This is an optimization exercise on Yosys and OpenROAD, whose aim is small area, a short achievable clock period and few clock cycles per item, not a production implementation. RTL that was checked went through simulation tests only; none was proved equivalent to the original. The RTL of run 3 was laid out without a check of its function. No driver is modelled on the clock port, so clock power and skew are understated where the tree is cut down; a real chip needs a root buffer or a tree. Power figures rest on the tool's default switching activity, not on a simulated workload.

===== flow/flow/run.sh =====
#!/bin/bash
# Standard layout with three changes: the ports are buffered by plain buffers
# instead of the delay cell buffer_ports picks by default, CTS adds no dummy
# loads, and the clock tree's root buffer is dropped after CTS (pre_cts.tcl).
set -euo pipefail
cp config.mk own_config.mk
cat flow/extra.mk >> own_config.mk
echo "export PRE_CTS_TCL = $(pwd)/flow/pre_cts.tcl" >> own_config.mk
echo "export FLOW_CLOCK_PORT = ACLK" >> own_config.mk
sed 's#DESIGN_CONFIG=\([^ ]*\)/config\.mk#DESIGN_CONFIG=\1/own_config.mk#' standard.sh > own_standard.sh
grep -q own_config.mk own_standard.sh
bash own_standard.sh > standard.log 2>&1

===== flow/flow/extra.mk =====
export BUFFER_PORTS_ARGS = -buffer_cell sky130_fd_sc_hd__buf_2
export CTS_ARGS = -sink_clustering_enable -repair_clock_nets -sink_clustering_size 30 -sink_clustering_max_diameter 150 -dont_use_dummy_load

===== flow/flow/pre_cts.tcl =====
proc drop_clock_root {} {
  set block [ord::get_db_block]
  set clk [$block findNet $::env(FLOW_CLOCK_PORT)]
  set roots {}
  foreach it [$clk getITerms] { if {[$it isInputSignal]} { lappend roots [$it getInst] } }
  if {[llength $roots] != 1} { puts "drop_clock_root: [llength $roots] roots, left as is"; return }
  set root [lindex $roots 0]
  set rootnet ""
  foreach it [$root getITerms] { if {[$it isOutputSignal]} { set rootnet [$it getNet] } }
  set loads {}
  foreach it [$rootnet getITerms] { if {[$it isInputSignal]} { lappend loads $it } }
  if {[llength $loads] > 4 || [llength [$rootnet getBTerms]] > 0} { puts "drop_clock_root: [llength $loads] loads, left as is"; return }
  foreach it $loads {
    if {![string match "*clkbuf*" [[[$it getInst] getMaster] getName]]} { puts "drop_clock_root: root drives a non-buffer, left as is"; return }
  }
  foreach it $loads { $it disconnect; $it connect $clk }
  puts "drop_clock_root: removed [$root getName], [llength $loads] buffers now on the clock port"
  odb::dbInst_destroy $root
  odb::dbNet_destroy $rootnet
}

rename clock_tree_synthesis orig_clock_tree_synthesis
proc clock_tree_synthesis {args} {
  orig_clock_tree_synthesis {*}$args
  drop_clock_root
}

===== flow/standard.sh =====
#!/bin/bash
# synth_recipe.tcl (not shown) runs the flow's synth.tcl, then flattens the netlist and writes it again
# the make line also repeats each setting of config.mk as NAME=value (left out here)
make -C /OpenROAD-flow-scripts/flow DESIGN_CONFIG=/design/flow/config.mk WORK_HOME=/design/flow/orfs CLKGATE_MAP_FILE= SYNTH_SCRIPT=/design/flow/synth_recipe.tcl "${@:-finish}"

===== flow/config.mk =====
export PLATFORM = sky130hd
export DESIGN_NAME = axil_reg_slave
export DESIGN_NICKNAME = axil_reg_slave
export VERILOG_FILES = /design/flow/design.v
export SDC_FILE = /design/flow/constraint.sdc
export NUM_CORES = 4
export LEC_CHECK = 0
export CAP_MARGIN = 20
export CORE_MARGIN = 2
export CORE_UTILIZATION = 55
export CTS_CLUSTER_DIAMETER = 150
export CTS_CLUSTER_SIZE = 30
export SETUP_SLACK_MARGIN = 2.32
export SLEW_MARGIN = 20

===== flow/constraint.sdc =====
create_clock -name core_clock -period 4.0 [get_ports {ACLK}]
set_input_delay 0.8000 -clock core_clock [delete_from_list [all_inputs] [get_ports {ACLK}]]
set_output_delay 0.8000 -clock core_clock [all_outputs]
set_load 0.01 [all_outputs]

===== flow/design.v =====
`timescale 1ns/1ns
`default_nettype none
package reg_bank_pkg;
    localparam logic [1:0] RESP_OKAY = 2'b00;
    localparam int BYTE_BITS  = 8;      
    localparam int WORD_SHIFT = 2;      
endpackage
`default_nettype wire
`timescale 1ns/1ns
`default_nettype none
module reg_bank #(
    parameter int ADDR_WIDTH = 6,
    parameter int DATA_WIDTH = 32
) (
    input  wire                                            ACLK,
    input  wire                                            ARESET,
    input  logic [DATA_WIDTH/reg_bank_pkg::BYTE_BITS-1:0]  wr_lane,    
    input  logic [(1<<(ADDR_WIDTH-reg_bank_pkg::WORD_SHIFT))-1:0] wr_sel,   
    input  logic [DATA_WIDTH-1:0]                          wr_data,
    input  logic [(1<<(ADDR_WIDTH-reg_bank_pkg::WORD_SHIFT))-1:0] rd_sel,   
    output logic [DATA_WIDTH-1:0]                          rd_data
);
    localparam int NUM_REGS  = 1 << (ADDR_WIDTH - reg_bank_pkg::WORD_SHIFT);
    localparam int NUM_LANES = DATA_WIDTH / reg_bank_pkg::BYTE_BITS;
    localparam int BB        = reg_bank_pkg::BYTE_BITS;
    logic [DATA_WIDTH-1:0] regs [NUM_REGS];
    logic clr_q;
    always_ff @(posedge ACLK) begin
        clr_q <= ARESET;
    end
    always_ff @(posedge ACLK) begin
        for (int i = 0; i < NUM_REGS; i++) begin
            for (int b = 0; b < NUM_LANES; b++) begin
                if (clr_q || (wr_lane[b] && wr_sel[i])) begin
                    regs[i][b*BB +: BB] <= clr_q ? '0 : wr_data[b*BB +: BB];
                end
            end
        end
    end
    always_comb begin
        rd_data = '0;
        for (int i = 0; i < NUM_REGS; i++) begin
            rd_data = rd_data | (regs[i] & {DATA_WIDTH{rd_sel[i]}});
        end
    end
endmodule
`default_nettype wire
`timescale 1ns/1ns
`default_nettype none
module axil_write_ctrl #(
    parameter int ADDR_WIDTH = 6,
    parameter int DATA_WIDTH = 32
) (
    input  wire                                            ACLK,
    input  wire                                            ARESET,
    input  logic [ADDR_WIDTH-1:0]                          AWADDR,
    input  logic                                           AWVALID,
    output logic                                           AWREADY,
    input  logic [DATA_WIDTH-1:0]                          WDATA,
    input  logic [DATA_WIDTH/reg_bank_pkg::BYTE_BITS-1:0]  WSTRB,
    input  logic                                           WVALID,
    output logic                                           WREADY,
    output logic [1:0]                                     BRESP,
    output logic                                           BVALID,
    input  logic                                           BREADY,
    output logic [DATA_WIDTH/reg_bank_pkg::BYTE_BITS-1:0]  wr_lane,
    output logic [(1<<(ADDR_WIDTH-reg_bank_pkg::WORD_SHIFT))-1:0] wr_sel,   
    output logic [DATA_WIDTH-1:0]                          wr_data
);
    localparam int IW    = ADDR_WIDTH - reg_bank_pkg::WORD_SHIFT;
    localparam int LANES = DATA_WIDTH / reg_bank_pkg::BYTE_BITS;
    logic             aw_v, w_v;          
    logic [IW-1:0]    aw_idx;
    logic [DATA_WIDTH-1:0] w_data;
    logic [LANES-1:0] w_strb;
    logic             awready_q, wready_q, bvalid_q;
    logic             pend;               
    logic [1:0]       bc;                 
    logic aw_hs, w_hs, b_hs;
    logic aw_v_n, w_v_n, pend_n;
    logic [1:0] bc_n;
    logic room_n;
    assign aw_hs = AWVALID & awready_q;
    assign w_hs  = WVALID & wready_q;
    assign b_hs  = bvalid_q & BREADY;
    always_comb begin
        aw_v_n = aw_hs | (aw_v & ~pend);
        w_v_n  = w_hs | (w_v & ~pend);
        pend_n = aw_v_n & w_v_n;
        bc_n   = bc + {1'b0, pend} - {1'b0, b_hs};
        room_n = (bc_n == 2'd0) | ((bc_n == 2'd1) & ~pend_n);
    end
    always_ff @(posedge ACLK) begin
        if (ARESET) begin
            aw_v      <= 1'b0;
            w_v       <= 1'b0;
            bc        <= 2'd0;
            pend      <= 1'b0;
            bvalid_q  <= 1'b0;
            awready_q <= 1'b1;
            wready_q  <= 1'b1;
        end else begin
            aw_v      <= aw_v_n;
            w_v       <= w_v_n;
            bc        <= bc_n;
            pend      <= pend_n;
            bvalid_q  <= (bc_n != 2'd0) | pend_n;
            awready_q <= (~aw_v_n | pend_n) & room_n;
            wready_q  <= (~w_v_n | pend_n) & room_n;
        end
    end
    always_ff @(posedge ACLK) begin
        if (aw_hs) begin
            aw_idx <= AWADDR[ADDR_WIDTH-1:reg_bank_pkg::WORD_SHIFT];
        end
        if (w_hs) begin
            w_data <= WDATA;
            w_strb <= WSTRB;
        end
    end
    always_comb begin
        for (int i = 0; i < (1<<IW); i++) begin
            wr_sel[i] = (aw_idx == i);
        end
    end
    assign wr_lane = w_strb & {LANES{pend}};
    assign wr_data = w_data;
    assign AWREADY = awready_q;
    assign WREADY  = wready_q;
    assign BVALID  = bvalid_q;
    assign BRESP   = reg_bank_pkg::RESP_OKAY;
endmodule
`default_nettype wire
`timescale 1ns/1ns
`default_nettype none
module axil_read_ctrl #(
    parameter int ADDR_WIDTH = 6,
    parameter int DATA_WIDTH = 32
) (
    input  wire                                            ACLK,
    input  wire                                            ARESET,
    input  logic [ADDR_WIDTH-1:0]                          ARADDR,
    input  logic                                           ARVALID,
    output logic                                           ARREADY,
    output logic [DATA_WIDTH-1:0]                          RDATA,
    output logic [1:0]                                     RRESP,
    output logic                                           RVALID,
    input  logic                                           RREADY,
    output logic [(1<<(ADDR_WIDTH-reg_bank_pkg::WORD_SHIFT))-1:0] rd_sel,
    input  logic [DATA_WIDTH-1:0]                          rd_data
);
    localparam int IW = ADDR_WIDTH - reg_bank_pkg::WORD_SHIFT;
    logic                  arready_q, rvalid_q;
    logic                  qv0, qv1;         
    logic [IW-1:0]         q0, q1;           
    logic [DATA_WIDTH-1:0] rdata_q;
    logic [IW-1:0]         q0_n;
    logic                  rvalid_o;         
    logic [(1<<IW)-1:0]    sel_q;            
    logic ar_hs, ld;
    logic qv0_n, qv1_n;
    assign ar_hs = ARVALID & ~qv1;                  
    assign ld    = qv0 & (~rvalid_q | RREADY);    
    always_comb begin
        qv0_n = (qv0 & ~ld) | qv1 | ar_hs;
        qv1_n = (qv1 & ~ld) | (ar_hs & qv0 & ~ld);
    end
    always_ff @(posedge ACLK) begin
        if (ARESET) begin
            qv0       <= 1'b0;
            qv1       <= 1'b0;
            rvalid_q  <= 1'b0;
            rvalid_o  <= 1'b0;
            arready_q <= 1'b1;
        end else begin
            qv0       <= qv0_n;
            qv1       <= qv1_n;
            rvalid_q  <= ld | (rvalid_q & ~RREADY);
            rvalid_o  <= ld | (rvalid_o & ~RREADY);
            arready_q <= ~qv1_n;
        end
    end
    assign q0_n = (ld || !qv0) ? (qv1 ? q1 : ARADDR[ADDR_WIDTH-1:reg_bank_pkg::WORD_SHIFT]) : q0;
    always_ff @(posedge ACLK) begin
        q0 <= q0_n;
        for (int i = 0; i < (1<<IW); i++) begin
            sel_q[i] <= (q0_n == i);
        end
        if (ld || !qv1) begin
            q1 <= ARADDR[ADDR_WIDTH-1:reg_bank_pkg::WORD_SHIFT];
        end
        rdata_q <= (rd_data & {DATA_WIDTH{ld}}) | (rdata_q & {DATA_WIDTH{rvalid_q & ~RREADY}});
    end
    assign rd_sel   = sel_q;
    assign RDATA    = rdata_q;
    assign RVALID   = rvalid_o;
    assign ARREADY  = arready_q;
    assign RRESP    = reg_bank_pkg::RESP_OKAY;
endmodule
`default_nettype wire
`timescale 1ns/1ns
`default_nettype none
module axil_reg_slave #(
    parameter int ADDR_WIDTH = 6,
    parameter int DATA_WIDTH = 32
) (
    input  wire                                            ACLK,
    input  wire                                            ARESET,
    input  logic [ADDR_WIDTH-1:0]                          AWADDR,
    input  logic                                           AWVALID,
    output logic                                           AWREADY,
    input  logic [DATA_WIDTH-1:0]                          WDATA,
    input  logic [DATA_WIDTH/reg_bank_pkg::BYTE_BITS-1:0]  WSTRB,
    input  logic                                           WVALID,
    output logic                                           WREADY,
    output logic [1:0]                                     BRESP,
    output logic                                           BVALID,
    input  logic                                           BREADY,
    input  logic [ADDR_WIDTH-1:0]                          ARADDR,
    input  logic                                           ARVALID,
    output logic                                           ARREADY,
    output logic [DATA_WIDTH-1:0]                          RDATA,
    output logic [1:0]                                     RRESP,
    output logic                                           RVALID,
    input  logic                                           RREADY
);
    logic [DATA_WIDTH/reg_bank_pkg::BYTE_BITS-1:0]  wr_lane;
    logic [(1<<(ADDR_WIDTH-reg_bank_pkg::WORD_SHIFT))-1:0] wr_sel;
    logic [DATA_WIDTH-1:0]            wr_data;
    logic [(1<<(ADDR_WIDTH-reg_bank_pkg::WORD_SHIFT))-1:0] rd_sel;
    logic [DATA_WIDTH-1:0]            rd_data;
    axil_write_ctrl #(
        .ADDR_WIDTH (ADDR_WIDTH),
        .DATA_WIDTH (DATA_WIDTH)
    ) u_write_ctrl (
        .ACLK     (ACLK),
        .ARESET   (ARESET),
        .AWADDR   (AWADDR),
        .AWVALID  (AWVALID),
        .AWREADY  (AWREADY),
        .WDATA    (WDATA),
        .WSTRB    (WSTRB),
        .WVALID   (WVALID),
        .WREADY   (WREADY),
        .BRESP    (BRESP),
        .BVALID   (BVALID),
        .BREADY   (BREADY),
        .wr_lane  (wr_lane),
        .wr_sel   (wr_sel),
        .wr_data  (wr_data)
    );
    axil_read_ctrl #(
        .ADDR_WIDTH (ADDR_WIDTH),
        .DATA_WIDTH (DATA_WIDTH)
    ) u_read_ctrl (
        .ACLK     (ACLK),
        .ARESET   (ARESET),
        .ARADDR   (ARADDR),
        .ARVALID  (ARVALID),
        .ARREADY  (ARREADY),
        .RDATA    (RDATA),
        .RRESP    (RRESP),
        .RVALID   (RVALID),
        .RREADY   (RREADY),
        .rd_sel   (rd_sel),
        .rd_data  (rd_data)
    );
    reg_bank #(
        .ADDR_WIDTH (ADDR_WIDTH),
        .DATA_WIDTH (DATA_WIDTH)
    ) u_reg_bank (
        .ACLK     (ACLK),
        .ARESET   (ARESET),
        .wr_lane  (wr_lane),
        .wr_sel   (wr_sel),
        .wr_data  (wr_data),
        .rd_sel   (rd_sel),
        .rd_data  (rd_data)
    );
endmodule
`default_nettype wire

==> run summary, run 1 <==
The run finished with no timing, DRC or antenna violations. The final layout contains routed wiring with a total length of 54300 µm. The power density normalized to cell area is 471 mW/mm². Port buffer count: 87. The net load switching power was 2.92 mW; the count of placed standard cells including taps was 1780. Setup repair after global routing could not meet its margin everywhere. Entering global routing, the biggest net connects 49 pins. In this run, flip-flops and latches consume 65.5% of the power. Timing would allow up to 560 MHz.

Global routing used 24.7% of the available tracks. For the worst-skew pair, the clock arrives at the later sink with an insertion delay of 460 ps. The overall power consumption came out at 12.4 mW. Of all nets on the critical path, the largest fanout is 8. In the final timing run, aggregate negative setup slack is 0 ps.

Compared with the post-synthesis result, the final layout area differs by 16.4%. The run gives 0 as the final hold violation count. After detailed routing, the average wire length per cell comes to 28.9 µm. For this design the static power due to leakage is 9.25 nW. For the pin with the worst max-slew slack, the measured transition is 879 ps.

Sum of net half-perimeters after detailed placement: 30200 µm. Dividing the synthesized area by the synthesized cell count gives 18.3 µm². Synthesis inferred 622 register bits. Buffering stage count on the worst path with inverters included: 2. Of the total power, the share spent switching nets is 23.6%. The cell type with the highest aggregate area in the netlist was sky130_fd_sc_hd__edfxtp_1. The congestion estimate from routability-driven global placement came to 0.751. The number of hold buffers added after CTS was 0.

Number of unique standard cell types used by synthesis: 34. Clock-pin slew was measured on the worst setup and hold paths at 110 ps. In the synthesized netlist, the number of instances is 1231. The worst path uses 44.6% of the clock period.

96 I/O pins were placed. The die covers 0.0426 mm². The share of the synthesized area in the top cell type works out to 74.1%. The kind of start point of the critical path is a flip-flop. The post-route netlist has 31.1% of its cells at a drive strength greater than 1.

The count of non-filler cells in the finished layout was 1881. Met2 usage in global routing: 42.6%. The clock tree skew after final layout was 34.2 ps. The total overflow left after global routing is 0. The run gives 9.43 mW as the cell-internal power.

The critical path data arrival time came out at 1930 ps. The tools report the final-stage net count as 1408. Initial antenna violation count: 0.

Across the VDD grid, the largest voltage drop is 376 µV. The sequential fraction of the synthesis area is 79.9%, and the global-route wire length before repair is 76100 µm. The run gives 4150 ps as the required time reported for the critical path endpoint. The floorplan die height was 206 µm; the headroom to the max-slew limit was 41.1%. For this block, the initial DRC count from the detailed router was 975. The kind of cell with the highest combined delay along the critical path is flip-flops. The repair_antennas step left the layout with diodes totalling 0. The fraction of power consumed by the clock network was 22.9%. Max-cap violations in this run came to 0. The min-delay analysis places its worst path in the category reg -> reg. On the worst path, the slowest cell contributes a delay of 520 ps. The run gives 0.0406 mm² as the core box area. The via count of the first global-routing pass is 11.7k, and the number of detailed-routing iterations run before antenna repair is 5. Traced cell by cell, the critical path runs through buf_4 > nor4_4 > buf_6 > a21o_2. In the routed layout, each cell is associated on average with a via count of 6.45. Final period demand of the worst path: 1790 ps.

The run gives 35.0% as the met1 layer usage reported by global route. The power share of the combinational group was 11.6%. The slowest stage of the critical path belongs to the cell sky130_fd_sc_hd__edfxtp_1. For this run, design rule violations remaining after detail routing come to 0. The layer flagged by global routing as most heavily used is met2. The Yosys step of the flow raised 4 warnings.

The x dimension of the die is 206 µm, and the cell area after technology mapping is 0.0225 mm². Clock tree synthesis found a total of 622 sinks. For met3 alone, demand over resource in global routing was 1.97%. The tools report the number of standard-cell rows in the floorplan as 74. Type of the worst setup path: reg -> reg.

In the post-synthesis netlist, the biggest area contributors are sky130_fd_sc_hd__edfxtp_1, sky130_fd_sc_hd__a22o_1, sky130_fd_sc_hd__dfxtp_1. The logs give 0 for the number of max-slew violations in the final report and 0 for the post-detailed-route count of antenna-violating nets. The final setup violation count came out at 0. Once the floorplan was initialized, standard cells occupied 55.5% of the core. The type of element capturing the critical path is a flip-flop. Summing over every cut layer, the via total after detailed routing is 12.1k.
kinds of logic (layout without fill, tap and decap cells):
kind of cell | after synthesis | after routing | share of synthesized area (%)
simple gates | 139 | 140 | 3.35
other cells | 1 | 4 | 0.0166
buf+inv | 87 | 201 | 2.29
mux | 6 | 6 | 0.277
xor+xnor | 2 | 2 | 0.0777
fa+ha+maj | 2 | 2 | 0.111
compound gates | 372 | 372 | 14.0
flops | 622 | 622 | 79.9
final timing paths:
path	slack, ps	cells after the start	startpoint	end
worst max-delay path	2210	4	u_write_ctrl.aw_idx[1]	u_reg_bank.regs[0][21]
worst min-delay path	490	2	u_read_ctrl.rvalid_o	u_read_ctrl.rvalid_o
worst max register to register	2210	4	u_write_ctrl.aw_idx[1]	u_reg_bank.regs[0][21]
worst min register to register	490	2	u_read_ctrl.rvalid_o	u_read_ctrl.rvalid_o
Yosys cell counts:
master,instances
sky130_fd_sc_hd__nand2_1,12
sky130_fd_sc_hd__a221oi_1,128
sky130_fd_sc_hd__nor4_1,1
sky130_fd_sc_hd__mux2_2,2
sky130_fd_sc_hd__conb_1,1
sky130_fd_sc_hd__buf_4,5
sky130_fd_sc_hd__buf_2,10
sky130_fd_sc_hd__mux2i_1,4
sky130_fd_sc_hd__buf_6,21
sky130_fd_sc_hd__dfxtp_1,66
sky130_fd_sc_hd__inv_2,1
sky130_fd_sc_hd__clkbuf_1,43
sky130_fd_sc_hd__a21o_1,44
sky130_fd_sc_hd__a21oi_1,8
sky130_fd_sc_hd__ha_1,2
sky130_fd_sc_hd__nand3b_1,1
sky130_fd_sc_hd__a22o_1,160
sky130_fd_sc_hd__and3b_1,1
sky130_fd_sc_hd__edfxtp_1,556
sky130_fd_sc_hd__nand2b_1,8
sky130_fd_sc_hd__inv_1,7
sky130_fd_sc_hd__or3_1,1
sky130_fd_sc_hd__xnor2_1,1
sky130_fd_sc_hd__and2_1,6
sky130_fd_sc_hd__o32a_1,4
sky130_fd_sc_hd__nor3_1,6
sky130_fd_sc_hd__o21bai_1,21
sky130_fd_sc_hd__nand4_1,33
sky130_fd_sc_hd__o21a_1,3
sky130_fd_sc_hd__nor2_1,32
sky130_fd_sc_hd__a32oi_1,4
sky130_fd_sc_hd__xor2_1,1
sky130_fd_sc_hd__nor2b_1,34
sky130_fd_sc_hd__or2_2,4
registers in the layout (all words and copies together) (netlist names):
register and flops:
u_read_ctrl.arready_q 1, u_read_ctrl.qv0 1, u_write_ctrl.w_v 1, u_read_ctrl.qv1 1
u_write_ctrl.aw_idx 4, u_write_ctrl.pend 1, u_read_ctrl.rvalid_o 1, u_read_ctrl.rvalid_q 1
u_read_ctrl.sel_q 16, u_write_ctrl.w_strb 4, u_write_ctrl.awready_q 1, u_write_ctrl.wready_q 1
u_read_ctrl.rdata_q 32, u_reg_bank.clr_q 1, u_reg_bank.regs 512, u_write_ctrl.aw_v 1
u_read_ctrl.q0 4, u_read_ctrl.q1 4, u_write_ctrl.bvalid_q 1, u_write_ctrl.bc 2
u_write_ctrl.w_data 32
worst min-delay path, delay by kind of cell, from the launching register on:
kind	cells	cell delay, ps
AND/OR/NAND/NOR	1	60
flip-flops	1	340
AO/OA/AOI/OAI	1	60
layout make-up:
type	instances	area [µm²]
Tap cell	532	666
Fill cell	2780	14400
Clock buffer	23	576
Inverter	8	30.0
Sequential cell	622	18100
Timing Repair Buffer	170	1730
Multi-Input combinational cell	526	5120
timing repair:
action / CTS / global route
resized for setup: 243 / 82
pin swaps: 26 / 24
endpoints found under the setup margin: 1101 / 714
gates cloned: 0 / 1
setup buffers: 56 / 21
cells in the final DEF (no fill, tap or decap), types with 3 or more instances in the layout:
master / instances
sky130_fd_sc_hd__mux2i_1: 4
sky130_fd_sc_hd__a21o_2: 17
sky130_fd_sc_hd__nand2_1: 10
sky130_fd_sc_hd__nor2b_4: 14
sky130_fd_sc_hd__nor2b_2: 21
sky130_fd_sc_hd__a22o_1: 160
sky130_fd_sc_hd__a21oi_1: 7
sky130_fd_sc_hd__o21bai_4: 20
sky130_fd_sc_hd__nand4_1: 33
sky130_fd_sc_hd__or2_4: 4
sky130_fd_sc_hd__clkbuf_16: 23
sky130_fd_sc_hd__dfxtp_1: 14
sky130_fd_sc_hd__buf_12: 27
sky130_fd_sc_hd__o32a_1: 4
sky130_fd_sc_hd__a21o_4: 27
sky130_fd_sc_hd__a32oi_1: 4
sky130_fd_sc_hd__a221oi_2: 38
sky130_fd_sc_hd__dfxtp_4: 16
sky130_fd_sc_hd__nor2_1: 27
sky130_fd_sc_hd__dfxtp_2: 36
sky130_fd_sc_hd__o21a_1: 3
sky130_fd_sc_hd__nor3_4: 6
sky130_fd_sc_hd__and2_4: 3
sky130_fd_sc_hd__nand2b_4: 4
sky130_fd_sc_hd__inv_1: 6
sky130_fd_sc_hd__buf_4: 44
sky130_fd_sc_hd__edfxtp_1: 556
sky130_fd_sc_hd__buf_16: 3
sky130_fd_sc_hd__conb_1: 4
sky130_fd_sc_hd__nor2_4: 4
sky130_fd_sc_hd__a221oi_1: 88
sky130_fd_sc_hd__buf_2: 50
sky130_fd_sc_hd__nand2b_1: 4
sky130_fd_sc_hd__buf_6: 44
power groups by stage:
| stage | combinational, mW | sequential, mW | clock (mW) |
|---|---|---|---|
| after floorplan | 0.663 | 8.11 | 0 |
| after global placement | 0.973 | 8.21 | 0 |
| after detailed placement | 0.991 | 8.24 | 0 |
| after CTS | 1.29 | 8.08 | 2.88 |
| after global routing | 1.52 | 8.15 | 3.06 |
| final | 1.43 | 8.09 | 2.83 |
per-stage QoR:
| step | instance area [µm²] | hold WS (ps) | util, % | setup WS [ps] |
|---|---|---|---|---|
| CTS | 25600 | 487 | 62.9 | 2240 |
| global placement | 23300 | 457 | 57.4 | 1700 |
| global route | 26200 | 500 | 64.6 | 2180 |
| finish | 26200 | 487 | 64.6 | 2210 |
| floorplan | 22600 | 479 | - | 1980 |
| detailed placement | 23300 | 459 | 57.4 | 1510 |
layer usage:
metal | share of wire (%) | wire [µm] | vias to the layer above
li1 | - | - | 5336
met1 | 43 | 23300 | 6387
met2 | 50 | 27300 | 350
met3 | 4.7 | 2530 | 59
met4 | 2.2 | 1220 | 0
met5 | 0 | 0 | -
Testbench counts, summed over its fixed seeds: cycles 3,216, items 6,400.
==> run 2, diff against run 1 <==
--- a/flow/config.mk
+++ b/flow/config.mk
@@ -10,5 +10,5 @@
 export CORE_UTILIZATION = 55
 export CTS_CLUSTER_DIAMETER = 150
 export CTS_CLUSTER_SIZE = 30
-export SETUP_SLACK_MARGIN = 2.32
+export SETUP_SLACK_MARGIN = 2.26
 export SLEW_MARGIN = 20
==> run 2 against run 1 <==
  * Still clean
  * Clock power about the same
  * Wire length down 5.5%
  * Core utilization shrank 1.8 points
  * Flip-flop and latch count did not move
  * Non-clock buffer count is 21 lower
  * Register-to-register slack improved by 50 ps
  * Count of clock-buffer cells in the layout did not move
  * Fmax increased by 2.8%
  * Combinational power decreased by 9.8%
  * Sequential power hardly changed
  * Critical path type unchanged
  * Critical endpoint is now u_reg_bank.regs[13][13]
  * Largest power group unchanged
==> run summary, run 2 <==
The run finished with no timing, DRC or antenna violations. The clock sink total was 622 (unchanged); the number of detailed-routing iterations run before antenna repair was 4 (-1). The sum of overflow across all layers after global routing was 0 (unchanged). The share of the synthesized area in the top cell type came out at 74.1% (unchanged). In the post-synthesis netlist, the biggest area contributors are sky130_fd_sc_hd__edfxtp_1, sky130_fd_sc_hd__a22o_1, sky130_fd_sc_hd__dfxtp_1.

For the post-detailed-route count of antenna-violating nets, the log shows 0 (unchanged). In this run the most critical hold path is launched from u_read_ctrl.rdata_q[11]. Routed length per instance: 27.6 µm (-4.4%). The most used routing layer in global routing was met2. The area of all placed cells without fillers came out at 0.0255 mm² (-2.8%).

Dominant cell by count in the synthesized netlist: sky130_fd_sc_hd__edfxtp_1. Total negative setup slack: 0 ps (unchanged). Synthesized area per cell: 18.3 µm² (unchanged). For the via count of the first global-routing pass, the log shows 11.4k (-2.5%). The run gives 23.5 ps (-10.7 ps) as the clock tree skew after final layout. Maximum ir drop on the vdd rail: 342 µV (-9.1%).

The logs give 0 (unchanged) for the count of inserted antenna diode cells and 11.8k (-2.6%) for the total via count in the routed design. The most used flip-flop cell after synthesis is sky130_fd_sc_hd__edfxtp_1. The post-route DRC violation count is 0 (unchanged), and the final-layout worst hold slack is 475 ps (-12.7 ps).

The type of element capturing the critical path is a flip-flop. Met2 usage in global routing: 39.6% (-3.0 points). Placer's final routability congestion estimate: 0.744 (-0.91%). The tools report the static leakage as 8.97 nW (-2.9%). The most critical setup path has its startpoint at u_write_ctrl.aw_idx[1]. For the die area, the log shows 0.0426 mm² (unchanged). The tools report the number of warnings reported in the yosys synthesis log as 4 (unchanged).

The met3 routing resource usage after global routing came out at 1.92% (-0.047 points). The commonest cells after synthesis are sky130_fd_sc_hd__edfxtp_1, sky130_fd_sc_hd__a22o_1, sky130_fd_sc_hd__a221oi_1, sky130_fd_sc_hd__dfxtp_1, sky130_fd_sc_hd__a21o_1. The met1 layer usage reported by global route was 35.2% (+0.20 points). The tools report the headroom to the max-slew limit as 37.5% (-3.6 points). For the number of max-slew violations in the final report, the log shows 0 (unchanged). The maximum net fanout on the critical path was 8 (unchanged). The tools report the sequential fraction of the synthesis area as 79.9% (unchanged). The run gives 4150 ps (about the same) as the required time reported for the critical path endpoint. Placement-stage cell area: 0.0234 mm² (+0.11%). Counting flops per register, the top entry is u_reg_bank.regs. The core box area was 0.0406 mm² (unchanged); the port buffer count was 87 (unchanged). The final setup violation count was 0 (unchanged); the number of synthesized register bits was 622 (unchanged).

The worst register-to-register path begins at u_write_ctrl.aw_idx[1]. The slew at the pin closest to its max-slew limit is 937 ps (+58.2 ps). In the final layout, the registers with the most flip-flops are u_reg_bank.regs x512, u_read_ctrl.rdata_q x32, u_write_ctrl.w_data x32. The tools report the highest clock rate as 576 MHz (+2.8%).

The share of flip-flops with an asynchronous set or reset after synthesis is 0% (unchanged). The final-stage net count was 1386 (-1.6%); the final hold violation count was 0 (unchanged). The min-delay analysis places its worst path in the category reg -> reg.

The run gives 34 (unchanged) as the number of unique standard cell types used by synthesis. The detailed-route wire length came out at 51300 µm (-5.5%). The tools report the kind of start point of the critical path as a flip-flop.

Max-cap check violation count: 0 (unchanged). Post-CTS clock slew at the launch and capture registers of the worst setup and hold paths: 110 ps (about the same). Detailed-route vias per instance: 6.36 (-1.4%). The run gives 1 (+1) as the initial antenna violation count.

The number of I/O pins was 96 (unchanged); the number of flip-flops in the largest register was 512 (unchanged). The type of the worst setup path is reg -> reg. Share of final-layout standard cells stronger than drive strength 1: 28.4% (-2.7 points).

The logs give 55.5% (unchanged) for the initial core utilization and 1890 ps (-40 ps) for the critical path data arrival time. The sum of net half-perimeters after detailed placement was 30400 µm (+0.57%); the largest net degree at the start of global routing was 43 (-12%). The final critical-path share of the clock period is 43.4% (-1.2 points). Leaving out fill and tap cells, the most frequent cell in the layout is sky130_fd_sc_hd__edfxtp_1. The final period demand of the worst path is 1740 ps (-48.0 ps).

The floorplan die height is 206 µm (unchanged), and the global-route wire length before repair is 74400 µm (-2.2%). The x dimension of the die came out at 206 µm (unchanged). The biggest area contributor in the post-synthesis netlist is sky130_fd_sc_hd__edfxtp_1.

The count of hold-fix buffers inserted at cts came out at 0 (unchanged). The total routing resource utilization after global routing came out at 23.9% (-0.77 points). Leaving out fill and tap cells, the most frequent cells in the layout are sky130_fd_sc_hd__edfxtp_1, sky130_fd_sc_hd__a22o_1, sky130_fd_sc_hd__a221oi_1. The final cell utilization of the core is 62.8% (-1.8 points). The power density normalized to cell area works out to 477 mW/mm² (+1.5%).

Cell area after technology mapping: 0.0225 mm² (unchanged). Compared with the post-synthesis result, the final layout area differs by 13.2%. The number of standard-cell rows in the floorplan came out at 74 (unchanged).

The clock latency on the worst-skew pair is 450 ps (about the same), and the synthesized instance count is 1231 (unchanged). Setup repair after global routing could not meet its margin everywhere. The number of synthesized flops with an enable pin works out to 556 (unchanged).

For the starting DRC count in detailed routing, the log shows 971 (-0.41%).
[run 2: cell counts after synthesis]
Identical to the previous run, type by type.
[run 2: critical path, cell delays in order, from the launching register on]
cell and delay, ps:
sky130_fd_sc_hd__edfxtp_1 520, sky130_fd_sc_hd__nand2b_4 240, sky130_fd_sc_hd__or2_4 350, sky130_fd_sc_hd__o21bai_4 180, sky130_fd_sc_hd__buf_12 150
[run 2: kinds of logic after synthesis]
family	count (synthesis)	share of synthesized area, %
xor gates and xnor gates	2	0.0777
muxes	6	0.277
and+or+nand+nor	139	3.35
other	1	0.0166
adders and majority gates	2	0.111
buffers and inverters	87	2.29
DFF	622	79.9
AOI/OAI and AO/OA	372	14.0
[run 2: cell type report]
type / instances / area, µm²
timing repair buffer: 149 / 1270
tap: 532 / 666
fill: 2889 / 15100
multi-input combinational: 525 / 4880
clock buffer: 23 / 576
sequential: 622 / 18100
inverter: 8 / 30.0
[run 2: power by group]
group          internal, mW  switching [mW]  total [mW]  leakage [nW]
combinational         0.495           0.791        1.29          2.49
clock                  1.04            1.77        2.82         0.283
sequential             7.81           0.271        8.08          6.20
total                  9.35            2.84        12.2          8.97
[run 2: what timing repair did]
item | in CTS | in global routing
pin swaps | 17 | 12
setup endpoints to repair | 1051 | 592
setup buffers | 35 | 18
gates resized for setup | 152 | 91
hold endpoints to repair | 0 | 0
[run 2: metrics by stage]
stage / setup slack [ps] / cells / power, mW
floorplan: 1980 / 1234 / 8.77
global placement: 1670 / 1783 / 9.18
detailed placement: 1660 / 1783 / 9.23
CTS: 2110 / 1841 / 12.1
global route: 2210 / 1859 / 12.6
finish: 2260 / 1859 / 12.2
[run 2: final timing paths]
path / cells after the start / slack [ps] / endpoint
max reg2reg: 4 / 2260 / u_reg_bank.regs[13][13]
max: 4 / 2260 / u_reg_bank.regs[13][13]
min: 1 / 470 / u_read_ctrl.rdata_q[11]
min reg2reg: 1 / 470 / u_read_ctrl.rdata_q[11]
[run 2: per-layer routing]
layer	share of wire, %	routed length [µm]
met3	4.6	2360
met1	44	22500
met4	1.8	946
met2	50	25600
met5	0.016	8
==> run 3, diff against run 2 <==
--- a/flow/design.v
+++ b/flow/design.v
@@ -32,7 +32,7 @@
         for (int i = 0; i < NUM_REGS; i++) begin
             for (int b = 0; b < NUM_LANES; b++) begin
                 if (clr_q || (wr_lane[b] && wr_sel[i])) begin
-                    regs[i][b*BB +: BB] <= clr_q ? '0 : wr_data[b*BB +: BB];
+                    regs[i][b*BB +: BB] <= wr_data[b*BB +: BB];
                 end
             end
         end
@@ -113,8 +113,12 @@
         if (aw_hs) begin
             aw_idx <= AWADDR[ADDR_WIDTH-1:reg_bank_pkg::WORD_SHIFT];
         end
+        if (ARESET) begin
+            w_data <= '0;
+        end else if (w_hs) begin
+            w_data <= WDATA;
+        end
         if (w_hs) begin
-            w_data <= WDATA;
             w_strb <= WSTRB;
         end
     end
--- a/flow/config.mk
+++ b/flow/config.mk
@@ -10,5 +10,5 @@
 export CORE_UTILIZATION = 55
 export CTS_CLUSTER_DIAMETER = 150
 export CTS_CLUSTER_SIZE = 30
-export SETUP_SLACK_MARGIN = 2.26
+export SETUP_SLACK_MARGIN = 2.2
 export SLEW_MARGIN = 20
==> run 3 against run 2 <==
  * Clock skew up 7.8 ps
  * Flip-flop and latch count did not move
  * Synthesized cell count grew 5.5%
  * Register-to-register slack got worse by 140 ps
  * Worst setup slack lost 140 ps
  * Fmax down 7.6%
  * Critical endpoint is now u_reg_bank.regs[2][28]
==> run summary, run 3 <==
Synthesized-area fraction occupied by and/or/nand/nor cells: 3.54% (+0.19 points). Worst reg-to-reg setup slack: 2120 ps (-140 ps). The number of max-slew violations in the final report was 0 (unchanged).

The commonest cells after synthesis are sky130_fd_sc_hd__edfxtp_1, sky130_fd_sc_hd__a22o_1, sky130_fd_sc_hd__a221oi_1, sky130_fd_sc_hd__dfxtp_1, sky130_fd_sc_hd__nand2_1. Relative to the synthesized area, the layout overhead comes to 10.4%. The final period demand of the worst path is 1880 ps (+142 ps). The tools report the count of hold-fix buffers inserted at cts as 0 (unchanged). The tools report the final cell utilization of the core as 61.3% (-1.5 points). The share of final-layout standard cells stronger than drive strength 1 was 20.8% (-7.6 points). The number of unique standard cell types used by synthesis is 41 (+21%).

The xor-xnor portion of the synthesized cell area was 0.0776% (about the same); the final setup slack of the worst path was 2120 ps (-142 ps). The port buffer count works out to 87 (unchanged). The critical path is of the reg -> reg type.

The tools report the initial antenna violation count as 0 (-1). The flow ran to the end and the layout has no timing, DRC or antenna violations. The fraction of the mapped netlist area in compound gates came out at 14.8% (+0.80 points). In this run the most critical hold path is launched from u_read_ctrl.rdata_q[15].

The number of warnings reported in the yosys synthesis log is 4 (unchanged), and the critical path data arrival time is 1990 ps (+100 ps). In this run the worst hold path is classified as reg -> reg. For the starting DRC count in detailed routing, the log shows 1165 (+20%). Setup repair after global routing could not meet its margin everywhere. The number of synthesized flops with an enable pin came out at 524 (-5.8%).

The dominant cell by count in the synthesized netlist was sky130_fd_sc_hd__edfxtp_1. The run gives 0 (unchanged) as the final setup violation count. Clock sink total: 622 (unchanged). The final-layout worst hold slack was 481 ps (+6.47 ps); the post-detailed-route count of antenna-violating nets was 0 (unchanged). The worst register-to-register path begins at u_write_ctrl.aw_idx[3].

The tools report the total via count in the routed design as 12.3k (+4.2%). The number of I/O pins is 96 (unchanged), and the x dimension of the die is 207 µm (about the same). The total routing resource utilization after global routing is 24.9% (+0.95 points), and the final-stage net count is 1447 (+4.4%).

The worst setup path is captured at a flip-flop. The via count of the first global-routing pass was 11.7k (+3.0%). The top cell types in the final layout, fill and taps aside, are sky130_fd_sc_hd__edfxtp_1, sky130_fd_sc_hd__a22o_1, sky130_fd_sc_hd__a221oi_1. The highest clock rate came out at 532 MHz (-7.6%). Initial core utilization: 55.5% (about the same).

The synthesized area per cell is 17.4 µm² (-5.2%). Routed length per instance: 27.7 µm (+0.25%). The run gives 0 (unchanged) as the max-cap check violation count.

Static leakage: 8.85 nW (-1.4%). Most used flip-flop cell after synthesis: sky130_fd_sc_hd__edfxtp_1. For the sequential fraction of the synthesis area, the log shows 78.4% (-1.5 points). The logs give 0 (unchanged) for the sum of overflow across all layers after global routing and 373 µV (+9.3%) for the maximum ir drop on the vdd rail.

The register with the most flip-flops in the final layout is u_reg_bank.regs. The sum of net half-perimeters after detailed placement was 31200 µm (+2.6%). The post-route DRC violation count came out at 0 (unchanged). The run gives 65 (+51%) as the largest net degree at the start of global routing.

The global-route wire length before repair was 76500 µm (+2.8%). STA classifies the critical path startpoint as a flip-flop. The cell type with the highest aggregate area in the netlist is sky130_fd_sc_hd__edfxtp_1. Sorting the synthesized cells by area gives the leading types as sky130_fd_sc_hd__edfxtp_1, sky130_fd_sc_hd__dfxtp_1, sky130_fd_sc_hd__a22o_1. The area of all placed cells without fillers was 0.0249 mm² (-2.4%). The detailed-route vias per instance came out at 6.41 (+0.85%). For the cell area after technology mapping, the log shows 0.0226 mm² (about the same). The run gives 1580 ps (-73.4 ps) as the worst setup slack before clock tree synthesis. Share of flip-flops with an asynchronous set or reset after synthesis: 0% (unchanged). The required time reported for the critical path endpoint came out at 4110 ps (-40 ps).

The run gives 0 ps (unchanged) as the total negative setup slack. The placer's final routability congestion estimate was 0.760 (+2.1%); the final critical-path share of the clock period was 47.0% (+3.6 points). Tracing the worst setup path back leads to its startpoint at u_write_ctrl.aw_idx[3]. The number of flip-flops in the largest register was 512 (unchanged); the clock latency on the worst-skew pair was 450 ps (about the same).

For the final hold violation count, the log shows 0 (unchanged). The maximum net fanout on the critical path is 8 (unchanged), and the core box area is 0.0406 mm² (unchanged). The post-synthesis mux area share works out to 0.277% (about the same). The largest registers in the layout are u_reg_bank.regs x512, u_read_ctrl.rdata_q x32, u_write_ctrl.w_data x32. The power density normalized to cell area was 493 mW/mm² (+3.4%). The slew at the pin closest to its max-slew limit works out to 1030 ps (+93.3 ps). Following the worst setup path forward leads to its endpoint at u_reg_bank.regs[2][28]. The number of detailed-routing iterations run before antenna repair was 5 (+1). The tools report the clock tree skew after final layout as 31.3 ps (+7.81 ps). The post-CTS clock slew at the launch and capture registers of the worst setup and hold paths was 110 ps (about the same); the number of synthesized register bits was 622 (unchanged). The adder-cell area share of the yosys netlist came out at 0.111% (about the same). The depth of the worst register-to-register path came out at 4 (unchanged). Main combinational cell family by area after synthesis: compound AO/OA/AOI/OAI gates. The most common cell after layout, fill and taps aside is sky130_fd_sc_hd__edfxtp_1. The die area was 0.0427 mm² (about the same); the headroom to the max-slew limit was 31.3% (-6.2 points).

The number of standard-cell rows in the floorplan is 74 (unchanged), and the detailed-route wire length is 53200 µm (+3.5%). The share of the synthesized area in the top cell type was 69.8% (-4.3 points); the placement-stage cell area was 0.0233 mm² (-0.36%). The capture instance of the worst register-to-register path is u_reg_bank.regs[2][28]. Count of inserted antenna diode cells: 0 (unchanged).

The synthesized instance count is 1299 (+5.5%), and the floorplan die height is 207 µm (about the same).
==> run 3: through the flow <==
step	instances	power [mW]
floorplan	1302	8.92
global placement	1856	9.38
detailed placement	1856	9.44
CTS	1900	12.3
global route	1920	12.7
finish	1920	12.3
==> run 3: timing repair <==
item,in CTS,in global routing
gates resized for setup,112,38
setup buffers,21,20
pin swaps,11,10
endpoints found under the setup margin,564,493
==> run 3: how the worst min path moves through the flow <==
stage	end	slack, ps	cells after the start
after floorplan	u_write_ctrl.pend	470	2
after global placement	u_read_ctrl.rvalid_o	460	2
after detailed placement	u_read_ctrl.rdata_q[15]	460	1
after CTS	u_read_ctrl.rvalid_o	480	2
after global routing	u_read_ctrl.rvalid_o	500	2
final	u_read_ctrl.rdata_q[15]	480	1
==> run 3: critical path, cell delays in order, from the launching register on <==
cell and delay (ps):
sky130_fd_sc_hd__edfxtp_1 540, sky130_fd_sc_hd__buf_4 200, sky130_fd_sc_hd__buf_4 130, sky130_fd_sc_hd__nor3_4 320, sky130_fd_sc_hd__a21o_2 340
==> run 3: per-layer routing <==
| layer | track usage (%) | up-vias | routed length (µm) |
|---|---|---|---|
| met5 | 0 | - | 0 |
| met2 | 41.3 | 395 | 26100 |
| met3 | 2.82 | 52 | 2980 |
| met1 | 36.2 | 6387 | 23100 |
| li1 | - | 5477 | - |
| met4 | 4.62 | 0 | 908 |
==> run 3: where the power goes <==
group / leakage [nW] / internal [mW] / total (mW) / switching [mW]
clock: 0.283 / 1.04 / 2.81 / 1.77
sequential: 6.19 / 7.86 / 8.31 / 0.447
combinational: 2.37 / 0.453 / 1.17 / 0.720
==> run 3: layout make-up <==
type,count,area [µm²]
tap,532,666
sequential,622,17700
timing repair buffer,147,1050
inverter,8,30.0
multi-input combinational,588,4870
clock buffer,23,576
fill,3023,15700
==> run 3: kinds of logic after synthesis <==
group / count (synthesis)
flops: 622
compound gates: 405
simple gates: 169
buf+inv: 92
mux: 6
fa+ha+maj: 2
xor+xnor: 2
other cells: 1

## re-timing with driven ports
How much do the figures lean on ideal ports? The routed layouts below were timed once more, with nothing changed but the port constraints.
Step 1 (the two cells are an assumption about what drives the block):
set clk [get_ports {ACLK}]
set_driving_cell -lib_cell sky130_fd_sc_hd__clkbuf_16 $clk
set_driving_cell -lib_cell sky130_fd_sc_hd__buf_2 [delete_from_list [all_inputs] $clk]
Step 2 also shifts input and output timing later by t, the mid clock arrival at the registers, as if the neighbouring blocks saw the same clock.
a / b / c = ideal / step 1 / step 2; a / b = the first two.
| run | t, ns | slack for setup (ns) | worst data-port slew with drivers (ns) |
|---|---|---|---|
| run 1 | 0.507 | 2.215 / 2.211 / 1.815 | 0.04 |
| run 2 | 0.506 | 2.263 / 2.215 / 1.813 | 0.05 |
| run 3 | 0.506 | 2.120 / 2.120 / 1.778 | 0.05 |
After both steps setup and hold are still met in every run listed. For run 2, which loses most, drivers alone change the setup slack by -0.048 ns; drivers and shift together by -0.450 ns.
